This is an optimization exercise on Yosys and OpenROAD, whose aim is small area, a short achievable clock period and few clock cycles per item, not a production implementation.
Function was checked by simulation only, so behaviour that the tests miss may differ from the original.
Power and IR drop assume default switching activity.

==> v8: inputs <==
Design obb_top, start of the top module:
module obb_top (
    input  logic        clk,
    input  logic        rst,
    input  logic        wb_cyc,
    input  logic        wb_stb,
    input  logic        wb_we,
    input  logic [5:0]  wb_adr,
    input  logic [31:0] wb_dat_i,
    output logic        wb_ack,
    output logic [31:0] wb_dat_o
);
    logic [479:0] pts;
    logic [143:0] axes;
    logic [2:0]   set;
    logic [167:0] cache;
    logic         fin;
    logic         bus_pt;
    logic [2:0]   bus_idx;
    logic [59:0]  lane_pt;
    obb_decode i_obb_decode (
        .clk      (clk),
        .rst      (rst),
        .wb_cyc   (wb_cyc),
        .wb_stb   (wb_stb),
        .wb_we    (wb_we),
        .wb_adr   (wb_adr),
        .wb_dat_i (wb_dat_i),
        .wb_ack   (wb_ack),
        .wb_dat_o (wb_dat_o),
        .pts      (pts),
        .axes     (axes),
        .set      (set),
        .cache    (cache),
        .fin      (fin),
        .bus_pt   (bus_pt),
        .bus_idx  (bus_idx),
        .lane_pt  (lane_pt)
    );
    obb_execute i_obb_execute (
        .clk   (clk),
        .rst   (rst),
        .pts   (pts),
        .axes  (axes),
        .set   (set),
        .cache (cache),
        .fin     (fin),
        .bus_pt  (bus_pt),
        .bus_idx (bus_idx),
        .lane_pt (lane_pt)
    );
endmodule
export LEC_CHECK = 0
export CAP_MARGIN = 20
export CORE_MARGIN = 2
export CORE_UTILIZATION = 40
export SLEW_MARGIN = 20
create_clock -name core_clock -period 12.0 [get_ports {clk}]
run.sh (not shown) runs the stock make flow with config.mk's settings and CLKGATE_MAP_FILE= SYNTH_SCRIPT=/design/flow/synth_recipe.tcl, a recipe that flattens the netlist after the stock synthesis.
==> v17: changes against v8 <==
--- a/flow/design.v
+++ b/flow/design.v
@@ -10,19 +10,23 @@
     output logic         wb_ack,
     output logic [31:0]  wb_dat_o,
     output logic [479:0] pts,            
     output logic [143:0] axes,           
     output logic [2:0]   set,            
     input  logic [167:0] cache,          
-    input  logic         fin,            
+    input  logic         fin_e,          
     output logic         bus_pt,         
     output logic [2:0]   bus_idx,
     input  logic [59:0]  lane_pt         
 );
     logic        ack;
+    logic        sel_st;
+    logic        fin;
     logic        slow;                   
+    logic        slow2;                  
+    logic [31:0] sdata_q;
     logic [4:0]  radr;                   
     logic [31:0] sdata;
     logic        busy;
     logic        done;
     logic        acc;
     logic        wr;
@@ -30,32 +34,46 @@
     logic [31:0] wd;
     logic [31:0] rdata;
     logic [31:0] rdata_q;
     logic [29:0] pt  [0:15];
     logic [15:0] ax  [0:8];
     logic [27:0] pub [0:5];              
-    assign acc   = wb_cyc && wb_stb && !ack && !slow;
+    assign acc   = wb_cyc && wb_stb && !ack && !slow && !slow2;
+    assign fin   = fin_e && !pw;
+    assign sel_st = wb_adr == 6'h1A;
     assign wr    = acc && wb_we && !busy;             
     assign start = wr && wb_adr == 6'h19 && wb_dat_i[0];
     assign wd    = rst ? 32'd0 : wb_dat_i;            
+    logic        pw;
+    logic [3:0]  pw_adr;
+    logic [29:0] pw_dat;
+    always_ff @(posedge clk) begin
+        if (rst) begin
+            pw <= 1'b0;
+        end else begin
+            pw <= wr && wb_adr[5:4] == 2'b00;
+        end
+        pw_adr <= wb_adr[3:0];
+        pw_dat <= wb_dat_i[29:0];
+    end
     always_ff @(posedge clk) begin
         for (int i = 0; i < 16; i++) begin
-            if (rst || (wr && wb_adr == 6'(i))) begin
-                pt[i] <= wd[29:0];
+            if (rst || (pw && pw_adr == 4'(i))) begin
+                pt[i] <= rst ? 30'd0 : pw_dat;
             end
         end
         for (int k = 0; k < 9; k++) begin
             if (rst || (wr && wb_adr == 6'(16 + k))) begin
                 ax[k] <= wd[15:0];
             end
         end
     end
     always_comb begin
         for (int a = 0; a < 3; a++) begin
-            set[a] = wr && (wb_adr[5:4] == 2'b00 ||
-                            wb_adr == 6'(16 + 3*a) || wb_adr == 6'(17 + 3*a) || wb_adr == 6'(18 + 3*a));
+            set[a] = pw || (wr && (wb_adr == 6'(16 + 3*a) || wb_adr == 6'(17 + 3*a) ||
+                                   wb_adr == 6'(18 + 3*a)));
         end
     end
     always_comb begin
         for (int i = 0; i < 16; i++) begin
             pts[30*i +: 30] = pt[i];
         end
@@ -63,29 +81,40 @@
             axes[48*a +: 48] = {ax[3*a+2], ax[3*a+1], ax[3*a]};
         end
     end
     always_ff @(posedge clk) begin
         if (rst) begin
             ack  <= 1'b0;
-            slow <= 1'b0;
-            busy <= 1'b0;
+            slow  <= 1'b0;
+            slow2 <= 1'b0;
+            busy  <= 1'b0;
             done <= 1'b0;
         end else begin
-            slow <= acc && !wb_we && wb_adr < 6'h19;
-            ack  <= (acc && !(!wb_we && wb_adr < 6'h19)) || slow;
+            slow  <= acc && !wb_we && wb_adr < 6'h19;
+            slow2 <= slow;
+            ack  <= (acc && !(!wb_we && wb_adr < 6'h19) && !(!wb_we && sel_st && busy && !fin)) ||
+                    slow2;
             if (start) begin
                 busy <= 1'b1;
                 done <= 1'b0;
             end else if (busy && fin) begin
                 busy <= 1'b0;
                 done <= 1'b1;
             end
         end
     end
+    logic pub_ld;
+    always_ff @(posedge clk) begin
+        if (rst) begin
+            pub_ld <= 1'b0;
+        end else begin
+            pub_ld <= busy && fin;
+        end
+    end
     always_ff @(posedge clk) begin
-        if (busy && fin) begin
+        if (pub_ld) begin
             for (int a = 0; a < 3; a++) begin
                 pub[2*a]   <= cache[56*a + 28 +: 28];
                 pub[2*a+1] <= cache[56*a +: 28];
             end
         end
     end
@@ -99,34 +128,27 @@
         if (!radr[4]) begin
             sdata = {2'b00, radr[3] ? lane_pt[59:30] : lane_pt[29:0]};
         end else if (radr[3:0] < 4'd9) begin
             sdata = {{16{ax[radr[3:0]][15]}}, ax[radr[3:0]]};
         end
     end
-    logic       sel_st;
-    logic       sel_res;
-    logic [27:0] res;
-    assign sel_st  = wb_adr == 6'h1A;
-    assign sel_res = wb_adr[5:3] == 3'b100 && wb_adr[2:1] != 2'b11;
+    logic [5:0]  hit;                    
     always_comb begin
-        case (wb_adr[2:0])
-            3'd0:    res = pub[0];
-            3'd1:    res = pub[1];
-            3'd2:    res = pub[2];
-            3'd3:    res = pub[3];
-            3'd4:    res = pub[4];
-            default: res = pub[5];
-        endcase
-    end
-    always_comb begin
-        rdata    = sel_res ? {{4{res[27]}}, res} : 32'd0;
+        for (int w = 0; w < 6; w++) begin
+            hit[w] = wb_adr == 6'(32 + w);
+        end
+        rdata = '0;
+        for (int w = 0; w < 6; w++) begin
+            rdata = rdata | ({32{hit[w]}} & {{4{pub[w][27]}}, pub[w]});
+        end
         rdata[0] = rdata[0] || (sel_st && busy && !fin);
         rdata[1] = rdata[1] || (sel_st && (done || (busy && fin)));
     end
     always_ff @(posedge clk) begin
-        rdata_q <= rdata | (slow ? sdata : 32'd0);
+        sdata_q <= sdata;
+        rdata_q <= rdata | (slow2 ? sdata_q : 32'd0);
     end
     assign wb_ack   = ack;
     assign wb_dat_o = rdata_q;
 endmodule
 `timescale 1ns/1ps
 module obb_execute (
@@ -145,12 +167,13 @@
     localparam int NC = (16 + NL - 1) / NL;      
     localparam int IW = 3;                       
     logic [2:0]  dirty;
     logic [2:0]  pend;
     logic        rd_act;
     logic [1:0]  rd_ax;
+    logic [2:0]  rd_axo;                 
     logic [IW-1:0] rd_idx;
     logic        rd_last;
     logic        abort;
     logic        pick;
     logic [1:0]  pick_ax;
     logic        s1_v, s1_first, s1_last;
@@ -175,17 +198,19 @@
     assign pick_ax = pend[0] ? 2'd0 : pend[1] ? 2'd1 : 2'd2;
     always_ff @(posedge clk) begin
         if (rst) begin
             dirty  <= 3'b111;
             rd_act <= 1'b0;
             rd_ax  <= 2'd0;
+            rd_axo <= 3'b001;
             rd_idx <= '0;
         end else if (pick) begin
             dirty  <= pend & ~(3'b001 << pick_ax);
             rd_act <= 1'b1;
             rd_ax  <= pick_ax;
+            rd_axo <= 3'b001 << pick_ax;
             rd_idx <= '0;
         end else begin
             dirty <= pend;
             if (rd_last) begin
                 rd_act <= 1'b0;
             end
@@ -208,13 +233,14 @@
         s1_axis  <= axis;
         for (int c = 0; c < 3; c++) begin
             s1_t[18*c +: 18] <= {{2{axis[16*c+15]}}, axis[16*c +: 16]} + {axis[16*c+15], axis[16*c +: 16], 1'b0};
         end
     end
     logic [47:0] axis;
-    assign axis = rd_ax == 2'd0 ? axes[47:0] : rd_ax == 2'd1 ? axes[95:48] : axes[143:96];
+    assign axis = ({48{rd_axo[0]}} & axes[47:0]) | ({48{rd_axo[1]}} & axes[95:48]) |
+                  ({48{rd_axo[2]}} & axes[143:96]);
     function automatic logic [14:0] digits(input logic [9:0] v);
         logic [4:0] e1, e2, e3;
         for (int j = 0; j < 4; j++) begin
             e1[j] = !v[2*j+1] && v[2*j];
             e2[j] = v[2*j+1] && !v[2*j];
             e3[j] = v[2*j+1] && v[2*j];
@@ -314,13 +340,13 @@
     end
     always_comb begin
         for (int a = 0; a < 3; a++) begin
             cache[56*a +: 56] = cache_q[a];
         end
     end
-    assign fin = dirty == 3'b000 && !rd_act && !s1_v && !s2_v && !s3_v && !s4_last;
+    assign fin = dirty == 3'b000 && !rd_act && !s1_v && !s2_v && !s3_v;
 endmodule
 `timescale 1ns/1ps
 module obb_dot (
     input  logic [4:0]  xs1,
     input  logic [4:0]  xs2,
     input  logic [4:0]  xs3,
@@ -1045,13 +1071,13 @@
         .wb_ack   (wb_ack),
         .wb_dat_o (wb_dat_o),
         .pts      (pts),
         .axes     (axes),
         .set      (set),
         .cache    (cache),
-        .fin      (fin),
+        .fin_e    (fin),
         .bus_pt   (bus_pt),
         .bus_idx  (bus_idx),
         .lane_pt  (lane_pt)
     );
     obb_execute i_obb_execute (
         .clk   (clk),
==> flow/flow/run.sh (new file) <==
#!/bin/bash
# The standard layout, with timing repair aiming at a slack of 7.7 ns on the design's 12 ns clock:
# the tools then work on the paths that set the achieved period instead of stopping at 12 ns.
set -euo pipefail
bash standard.sh SETUP_SLACK_MARGIN=7.7 finish > make_finish.log 2>&1
==> flow/standard.sh (new file) <==
#!/bin/bash
# synth_recipe.tcl (not shown) runs the flow's synth.tcl, then flattens the netlist and writes it again
# the make line also repeats each setting of config.mk as NAME=value (left out here)
make -C /OpenROAD-flow-scripts/flow DESIGN_CONFIG=/design/flow/config.mk WORK_HOME=/design/flow/orfs CLKGATE_MAP_FILE= SYNTH_SCRIPT=/design/flow/synth_recipe.tcl "${@:-finish}"
CORE_UTILIZATION = 30   (was 40)
removed: flow/run.sh
==> v16: changes against v8 <==
--- a/flow/design.v
+++ b/flow/design.v
@@ -10,19 +10,23 @@
     output logic         wb_ack,
     output logic [31:0]  wb_dat_o,
     output logic [479:0] pts,            
     output logic [143:0] axes,           
     output logic [2:0]   set,            
     input  logic [167:0] cache,          
-    input  logic         fin,            
+    input  logic         fin_e,          
     output logic         bus_pt,         
     output logic [2:0]   bus_idx,
     input  logic [59:0]  lane_pt         
 );
     logic        ack;
+    logic        sel_st;
+    logic        fin;
     logic        slow;                   
+    logic        slow2;                  
+    logic [31:0] sdata_q;
     logic [4:0]  radr;                   
     logic [31:0] sdata;
     logic        busy;
     logic        done;
     logic        acc;
     logic        wr;
@@ -30,32 +34,46 @@
     logic [31:0] wd;
     logic [31:0] rdata;
     logic [31:0] rdata_q;
     logic [29:0] pt  [0:15];
     logic [15:0] ax  [0:8];
     logic [27:0] pub [0:5];              
-    assign acc   = wb_cyc && wb_stb && !ack && !slow;
+    assign acc   = wb_cyc && wb_stb && !ack && !slow && !slow2;
+    assign fin   = fin_e && !pw;
+    assign sel_st = wb_adr == 6'h1A;
     assign wr    = acc && wb_we && !busy;             
     assign start = wr && wb_adr == 6'h19 && wb_dat_i[0];
     assign wd    = rst ? 32'd0 : wb_dat_i;            
+    logic        pw;
+    logic [3:0]  pw_adr;
+    logic [29:0] pw_dat;
+    always_ff @(posedge clk) begin
+        if (rst) begin
+            pw <= 1'b0;
+        end else begin
+            pw <= wr && wb_adr[5:4] == 2'b00;
+        end
+        pw_adr <= wb_adr[3:0];
+        pw_dat <= wb_dat_i[29:0];
+    end
     always_ff @(posedge clk) begin
         for (int i = 0; i < 16; i++) begin
-            if (rst || (wr && wb_adr == 6'(i))) begin
-                pt[i] <= wd[29:0];
+            if (rst || (pw && pw_adr == 4'(i))) begin
+                pt[i] <= rst ? 30'd0 : pw_dat;
             end
         end
         for (int k = 0; k < 9; k++) begin
             if (rst || (wr && wb_adr == 6'(16 + k))) begin
                 ax[k] <= wd[15:0];
             end
         end
     end
     always_comb begin
         for (int a = 0; a < 3; a++) begin
-            set[a] = wr && (wb_adr[5:4] == 2'b00 ||
-                            wb_adr == 6'(16 + 3*a) || wb_adr == 6'(17 + 3*a) || wb_adr == 6'(18 + 3*a));
+            set[a] = pw || (wr && (wb_adr == 6'(16 + 3*a) || wb_adr == 6'(17 + 3*a) ||
+                                   wb_adr == 6'(18 + 3*a)));
         end
     end
     always_comb begin
         for (int i = 0; i < 16; i++) begin
             pts[30*i +: 30] = pt[i];
         end
@@ -63,29 +81,40 @@
             axes[48*a +: 48] = {ax[3*a+2], ax[3*a+1], ax[3*a]};
         end
     end
     always_ff @(posedge clk) begin
         if (rst) begin
             ack  <= 1'b0;
-            slow <= 1'b0;
-            busy <= 1'b0;
+            slow  <= 1'b0;
+            slow2 <= 1'b0;
+            busy  <= 1'b0;
             done <= 1'b0;
         end else begin
-            slow <= acc && !wb_we && wb_adr < 6'h19;
-            ack  <= (acc && !(!wb_we && wb_adr < 6'h19)) || slow;
+            slow  <= acc && !wb_we && wb_adr < 6'h19;
+            slow2 <= slow;
+            ack  <= (acc && !(!wb_we && wb_adr < 6'h19) && !(!wb_we && sel_st && busy && !fin)) ||
+                    slow2;
             if (start) begin
                 busy <= 1'b1;
                 done <= 1'b0;
             end else if (busy && fin) begin
                 busy <= 1'b0;
                 done <= 1'b1;
             end
         end
     end
+    logic pub_ld;
+    always_ff @(posedge clk) begin
+        if (rst) begin
+            pub_ld <= 1'b0;
+        end else begin
+            pub_ld <= busy && fin;
+        end
+    end
     always_ff @(posedge clk) begin
-        if (busy && fin) begin
+        if (pub_ld) begin
             for (int a = 0; a < 3; a++) begin
                 pub[2*a]   <= cache[56*a + 28 +: 28];
                 pub[2*a+1] <= cache[56*a +: 28];
             end
         end
     end
@@ -99,34 +128,27 @@
         if (!radr[4]) begin
             sdata = {2'b00, radr[3] ? lane_pt[59:30] : lane_pt[29:0]};
         end else if (radr[3:0] < 4'd9) begin
             sdata = {{16{ax[radr[3:0]][15]}}, ax[radr[3:0]]};
         end
     end
-    logic       sel_st;
-    logic       sel_res;
-    logic [27:0] res;
-    assign sel_st  = wb_adr == 6'h1A;
-    assign sel_res = wb_adr[5:3] == 3'b100 && wb_adr[2:1] != 2'b11;
+    logic [5:0]  hit;                    
     always_comb begin
-        case (wb_adr[2:0])
-            3'd0:    res = pub[0];
-            3'd1:    res = pub[1];
-            3'd2:    res = pub[2];
-            3'd3:    res = pub[3];
-            3'd4:    res = pub[4];
-            default: res = pub[5];
-        endcase
-    end
-    always_comb begin
-        rdata    = sel_res ? {{4{res[27]}}, res} : 32'd0;
+        for (int w = 0; w < 6; w++) begin
+            hit[w] = wb_adr == 6'(32 + w);
+        end
+        rdata = '0;
+        for (int w = 0; w < 6; w++) begin
+            rdata = rdata | ({32{hit[w]}} & {{4{pub[w][27]}}, pub[w]});
+        end
         rdata[0] = rdata[0] || (sel_st && busy && !fin);
         rdata[1] = rdata[1] || (sel_st && (done || (busy && fin)));
     end
     always_ff @(posedge clk) begin
-        rdata_q <= rdata | (slow ? sdata : 32'd0);
+        sdata_q <= sdata;
+        rdata_q <= rdata | (slow2 ? sdata_q : 32'd0);
     end
     assign wb_ack   = ack;
     assign wb_dat_o = rdata_q;
 endmodule
 `timescale 1ns/1ps
 module obb_execute (
@@ -145,12 +167,13 @@
     localparam int NC = (16 + NL - 1) / NL;      
     localparam int IW = 3;                       
     logic [2:0]  dirty;
     logic [2:0]  pend;
     logic        rd_act;
     logic [1:0]  rd_ax;
+    logic [2:0]  rd_axo;                 
     logic [IW-1:0] rd_idx;
     logic        rd_last;
     logic        abort;
     logic        pick;
     logic [1:0]  pick_ax;
     logic        s1_v, s1_first, s1_last;
@@ -175,17 +198,19 @@
     assign pick_ax = pend[0] ? 2'd0 : pend[1] ? 2'd1 : 2'd2;
     always_ff @(posedge clk) begin
         if (rst) begin
             dirty  <= 3'b111;
             rd_act <= 1'b0;
             rd_ax  <= 2'd0;
+            rd_axo <= 3'b001;
             rd_idx <= '0;
         end else if (pick) begin
             dirty  <= pend & ~(3'b001 << pick_ax);
             rd_act <= 1'b1;
             rd_ax  <= pick_ax;
+            rd_axo <= 3'b001 << pick_ax;
             rd_idx <= '0;
         end else begin
             dirty <= pend;
             if (rd_last) begin
                 rd_act <= 1'b0;
             end
@@ -208,13 +233,14 @@
         s1_axis  <= axis;
         for (int c = 0; c < 3; c++) begin
             s1_t[18*c +: 18] <= {{2{axis[16*c+15]}}, axis[16*c +: 16]} + {axis[16*c+15], axis[16*c +: 16], 1'b0};
         end
     end
     logic [47:0] axis;
-    assign axis = rd_ax == 2'd0 ? axes[47:0] : rd_ax == 2'd1 ? axes[95:48] : axes[143:96];
+    assign axis = ({48{rd_axo[0]}} & axes[47:0]) | ({48{rd_axo[1]}} & axes[95:48]) |
+                  ({48{rd_axo[2]}} & axes[143:96]);
     function automatic logic [14:0] digits(input logic [9:0] v);
         logic [4:0] e1, e2, e3;
         for (int j = 0; j < 4; j++) begin
             e1[j] = !v[2*j+1] && v[2*j];
             e2[j] = v[2*j+1] && !v[2*j];
             e3[j] = v[2*j+1] && v[2*j];
@@ -314,13 +340,13 @@
     end
     always_comb begin
         for (int a = 0; a < 3; a++) begin
             cache[56*a +: 56] = cache_q[a];
         end
     end
-    assign fin = dirty == 3'b000 && !rd_act && !s1_v && !s2_v && !s3_v && !s4_last;
+    assign fin = dirty == 3'b000 && !rd_act && !s1_v && !s2_v && !s3_v;
 endmodule
 `timescale 1ns/1ps
 module obb_dot (
     input  logic [4:0]  xs1,
     input  logic [4:0]  xs2,
     input  logic [4:0]  xs3,
@@ -1045,13 +1071,13 @@
         .wb_ack   (wb_ack),
         .wb_dat_o (wb_dat_o),
         .pts      (pts),
         .axes     (axes),
         .set      (set),
         .cache    (cache),
-        .fin      (fin),
+        .fin_e    (fin),
         .bus_pt   (bus_pt),
         .bus_idx  (bus_idx),
         .lane_pt  (lane_pt)
     );
     obb_execute i_obb_execute (
         .clk   (clk),
CORE_UTILIZATION = 30   (was 40)
==> notes <==
Global-route usage: v8 > v16 > v17. Of v17 and v16, v16 has the higher routed wire length (gap 1.6%, measured against v16). The highest combinational power belongs to v8, the lowest to v17. Area after synthesis: v8 is smaller than v16 (about 0.9%). Sequential power: v8 < v16 < v17. Fmax: v17 > v16 > v8. Total power, lowest first: v17, v16, v8. v8 completed with no timing, DRC or antenna violations. v16 ran to the end with no violations. v17 finished clean. Cell count, highest first: v16, v17, v8. Against v8, the die area of v16 is higher by 34%. Against v17, the first-iteration DRC count of v16 is higher by 2.7%.
Testbench counts of v8, summed over its fixed seeds: cycles 7,168, jobs 128.
Testbench counts of v17, summed over its fixed seeds: cycles 6,912, jobs 128.
Testbench counts of v16, summed over its fixed seeds: cycles 6,912, jobs 128.

[separate check: timing with driven ports]
Ports are ideal in the flow. The routed layouts listed here were re-timed in OpenROAD.
Step 1: set_driving_cell puts a clkbuf_16 on clk and a buf_2 on each other input, an assumption about the parent block.
Step 2 also shifts input and output timing later by t, the mid clock arrival at the registers, as if the neighbouring blocks saw the same clock.
Slacks: no drivers / after step 1 / after step 2; pairs: no drivers / after step 1.
run	t (ns)	setup slack, ns	worst setup path at the end	latest minus earliest clock arrival (ns)	cell pins on the clock port's net
v8	0.883	6.367 / 6.367 / 5.913	input to register	0.053 / 0.053	1
v17	0.902	7.734 / 7.658 / 6.892	input to register	0.085 / 0.085	1
v16	0.891	6.836 / 6.836 / 6.144	input to register	0.071 / 0.071	1
After both steps every run listed still meets setup and hold. For v17, which loses most, drivers alone change the setup slack by -0.076 ns; drivers and shift together by -0.842 ns.
